This is an optimization exercise on Yosys and OpenROAD, whose aim is small area, a short achievable clock period and few clock cycles per item, not a production implementation. Function was checked by simulation only, so behaviour that the tests miss may differ from the original. Power and IR drop assume default switching activity.

// trade_record_varint_parser
module trade_record_varint_parser (
  input  logic                clk_i,
  input  logic                rst_ni,
  input  logic                in_valid_i,
  output logic                in_stall_o,
  input  logic [8:0]          in_data_i,
  output logic                out_valid_o,
  input  logic                out_stall_i,
  output logic [430:0]        out_data_o,
  input  logic                psel,
  input  logic                penable,
  input  logic                pwrite,
  input  logic [2:0]          paddr,
  input  logic [31:0]         pwdata,
  output logic [31:0]         prdata,
  output logic                pready
);
clock: 10.0 ns
lec_check: 0
cap_margin: 20
core_margin: 2
core_utilization: 65
cts_cluster_diameter: 60
cts_cluster_size: 25
slew_margin: 20
standard.sh (not shown) runs the stock make flow with config.mk's settings and CLKGATE_MAP_FILE= SYNTH_SCRIPT=/design/flow/synth_recipe.tcl, a recipe that flattens the netlist after the stock synthesis.
==> flow/flow/run.sh <==
#!/bin/bash
set -euo pipefail
bash standard.sh \
  "BUFFER_PORTS_ARGS=-buffer_cell sky130_fd_sc_hd__buf_1" \
  SETUP_SLACK_MARGIN=6.6 \
  "CTS_ARGS=-sink_clustering_enable -repair_clock_nets -sink_clustering_size 25 -sink_clustering_max_diameter 60 -dont_use_dummy_load" \
  finish > flow_make.log 2>&1
Testbench counts at the start, summed over its fixed seeds: cycles 19,190, bytes 19,095.
Edit:
==> flow/flow/run.sh (replaced) <==
#!/bin/bash
set -euo pipefail
bash standard.sh \
  "BUFFER_PORTS_ARGS=-buffer_cell sky130_fd_sc_hd__buf_1" \
  SETUP_SLACK_MARGIN=6.6 \
  finish > flow_make.log 2>&1
What happened:
- The new run ran to the end with no violations
- setup slack gets better by 11 ps
- clock power rose by 19%
- first-iteration DRC count decreases by 4.6%
- flip-flop and latch count does not change
- synthesized cell count stays the same
- non-clock buffer count came out lower by 2
- count of clock-buffer cells in the layout rises by 3
- wire length is about the same
- clock skew goes down by 33 ps

* * *

trade_record_varint_parser, a different RTL version from the one above (not shown whole).
Size in the first run: ~570 flip-flops, ~520 I/O pins.
export LEC_CHECK = 0
export CAP_MARGIN = 20
export CORE_MARGIN = 2
export CORE_UTILIZATION = 55
export SETUP_SLACK_MARGIN = 5
export SLEW_MARGIN = 20
create_clock -name core_clock -period 10.0 [get_ports {clk_i}]
run.sh (not shown) runs the stock make flow with config.mk's settings and CLKGATE_MAP_FILE= SYNTH_SCRIPT=/design/flow/synth_recipe.tcl, a recipe that flattens the netlist after the stock synthesis.
Stock flow here: none of the scripts above is used.
Testbench counts at the start, summed over its fixed seeds: cycles 19,190, bytes 19,095.
Rerun with:
==> flow/flow/run.sh (new file) <==
#!/bin/bash
# The standard layout, with plain buffers on the ports and timing repair aimed well past
# the clock period. Each step's own log stays in orfs/logs; make's output goes to
# flow_make.log here.
set -euo pipefail
bash standard.sh \
  "BUFFER_PORTS_ARGS=-buffer_cell sky130_fd_sc_hd__buf_2" \
  SETUP_SLACK_MARGIN=7 \
  finish > flow_make.log 2>&1
==> flow/standard.sh (new file) <==
#!/bin/bash
# synth_recipe.tcl (not shown) runs the flow's synth.tcl, then flattens the netlist and writes it again
# the make line also repeats each setting of config.mk as NAME=value (left out here)
make -C /OpenROAD-flow-scripts/flow DESIGN_CONFIG=/design/flow/config.mk WORK_HOME=/design/flow/orfs CLKGATE_MAP_FILE= SYNTH_SCRIPT=/design/flow/synth_recipe.tcl "${@:-finish}"
- SETUP_SLACK_MARGIN: 5 -> unset
removed: flow/run.sh
The changed run completed with no timing, DRC or antenna violations.
Cell count goes up by 8.0%.
Routed wire length goes up by 14%.
Non-clock buffer count goes up by 313.

* * *

Another version of the RTL of trade_record_varint_parser (not shown whole).
Size: about 2100 cells after synthesis, roughly 540 flip-flops, about 520 I/O pins, ~25000 µm² of cells after synthesis.
Settings: LEC_CHECK=0, CAP_MARGIN=20, CORE_MARGIN=2, CORE_UTILIZATION=65, CTS_CLUSTER_DIAMETER=60, CTS_CLUSTER_SIZE=25, SLEW_MARGIN=20; clock period 10.0 ns.
standard.sh (not shown) runs the stock make flow with config.mk's settings and CLKGATE_MAP_FILE= SYNTH_SCRIPT=/design/flow/synth_recipe.tcl, a recipe that flattens the netlist after the stock synthesis.
==> flow/flow/run.sh <==
#!/bin/bash
set -euo pipefail
bash standard.sh \
  "BUFFER_PORTS_ARGS=-buffer_cell sky130_fd_sc_hd__buf_1" \
  SETUP_SLACK_MARGIN=6.3 \
  finish > flow_make.log 2>&1
Testbench counts at the start, summed over its fixed seeds: cycles 19,190, bytes 19,095.
Change:
==> flow/flow/run.sh (replaced) <==
#!/bin/bash
set -euo pipefail
bash standard.sh \
  "BUFFER_PORTS_ARGS=-buffer_cell sky130_fd_sc_hd__buf_1" \
  SETUP_SLACK_MARGIN=6.6 \
  finish > flow_make.log 2>&1
Design area is higher by 1.2%.
Routed wire length is higher by 0.85%.
Clock power barely changes.
Cell count is higher by 0.88%.
Area after synthesis does not change.
Setup slack improves by 280 ps.

* * *

== sierra ==
trade_record_varint_parser again, from the RTL that the note above started with.
==> flow/config.mk <==
export PLATFORM = sky130hd
export DESIGN_NAME = trade_record_varint_parser
export DESIGN_NICKNAME = trade_record_varint_parser
export VERILOG_FILES = /design/flow/design.v
export SDC_FILE = /design/flow/constraint.sdc
export NUM_CORES = 4
export LEC_CHECK = 0
export CAP_MARGIN = 20
export CORE_MARGIN = 2
export CORE_UTILIZATION = 65
export CTS_CLUSTER_DIAMETER = 60
export CTS_CLUSTER_SIZE = 25
export SLEW_MARGIN = 20
==> flow/constraint.sdc <==
create_clock -name core_clock -period 10.0 [get_ports {clk_i}]
set_input_delay 2.0000 -clock core_clock [delete_from_list [all_inputs] [get_ports {clk_i}]]
set_output_delay 2.0000 -clock core_clock [all_outputs]
set_load 0.01 [all_outputs]
==> flow/flow/run.sh <==
#!/bin/bash
set -euo pipefail
bash standard.sh \
  "BUFFER_PORTS_ARGS=-buffer_cell sky130_fd_sc_hd__buf_1" \
  SETUP_SLACK_MARGIN=6.45 \
  finish > flow_make.log 2>&1
sierra: flow completed, timing, DRC and antenna clean
Testbench counts of sierra, summed over its fixed seeds: cycles 19,190, bytes 19,095.
Input-level comparison between violet and sierra:
- CORE_UTILIZATION changed from 65 to 72
==> flow/flow/run.sh <==
#!/bin/bash
set -euo pipefail
bash standard.sh \
  "BUFFER_PORTS_ARGS=-buffer_cell sky130_fd_sc_hd__buf_1" \
  SETUP_SLACK_MARGIN=6.6 \
  finish > flow_make.log 2>&1
## What came out
Taking sierra as the reference, in violet number of cells after detailed placement now sits lower; cell area after layout roughly the same; count of fill cells added during filler insertion saw a decrease.

## port drivers added, routing unchanged
No port has a modelled driver above. Below, the same layouts with a new extraction and two added sets of constraints. Step 1 assumes that a clkbuf_16 drives the clock port and a buf_2 every other input. Step 2 also shifts input and output timing later by t, the mid clock arrival at the registers, as if the neighbouring blocks saw the same clock. Three values: ideal ports, drivers, drivers and shift; two values: the first two.
| run | shift t [ns] | slack for setup (ns) | worst setup path after step 2 | latest minus earliest clock arrival (ns) |
|---|---|---|---|---|
| the first run of note 1 | 0.611 | 6.642 / 6.584 / 6.268 | input to register | 0.050 / 0.049 |
| the second run of note 1 | 0.629 | 6.653 / 6.593 / 6.284 | input to register | 0.017 / 0.017 |
| the first run of note 2 | 0.673 | 5.721 / 5.721 / 5.464 | input to register | 0.015 / 0.015 |
| the second run of note 2 | 0.683 | 6.743 / 6.743 / 6.380 | input to register | 0.030 / 0.030 |
| the first run of note 3 | 0.628 | 6.361 / 6.361 / 5.944 | input to register | 0.018 / 0.018 |
| the second run of note 3 | 0.631 | 6.645 / 6.589 / 6.132 | input to register | 0.019 / 0.019 |
| sierra | 0.629 | 6.523 / 6.523 / 5.956 | input to register | 0.018 / 0.018 |
| violet | 0.603 | 6.640 / 6.586 / 6.182 | input to register | 0.029 / 0.029 |
After both steps every run listed still meets setup and hold. For sierra, which loses most, drivers alone change the setup slack by 0.000 ns; drivers and shift together by -0.567 ns.
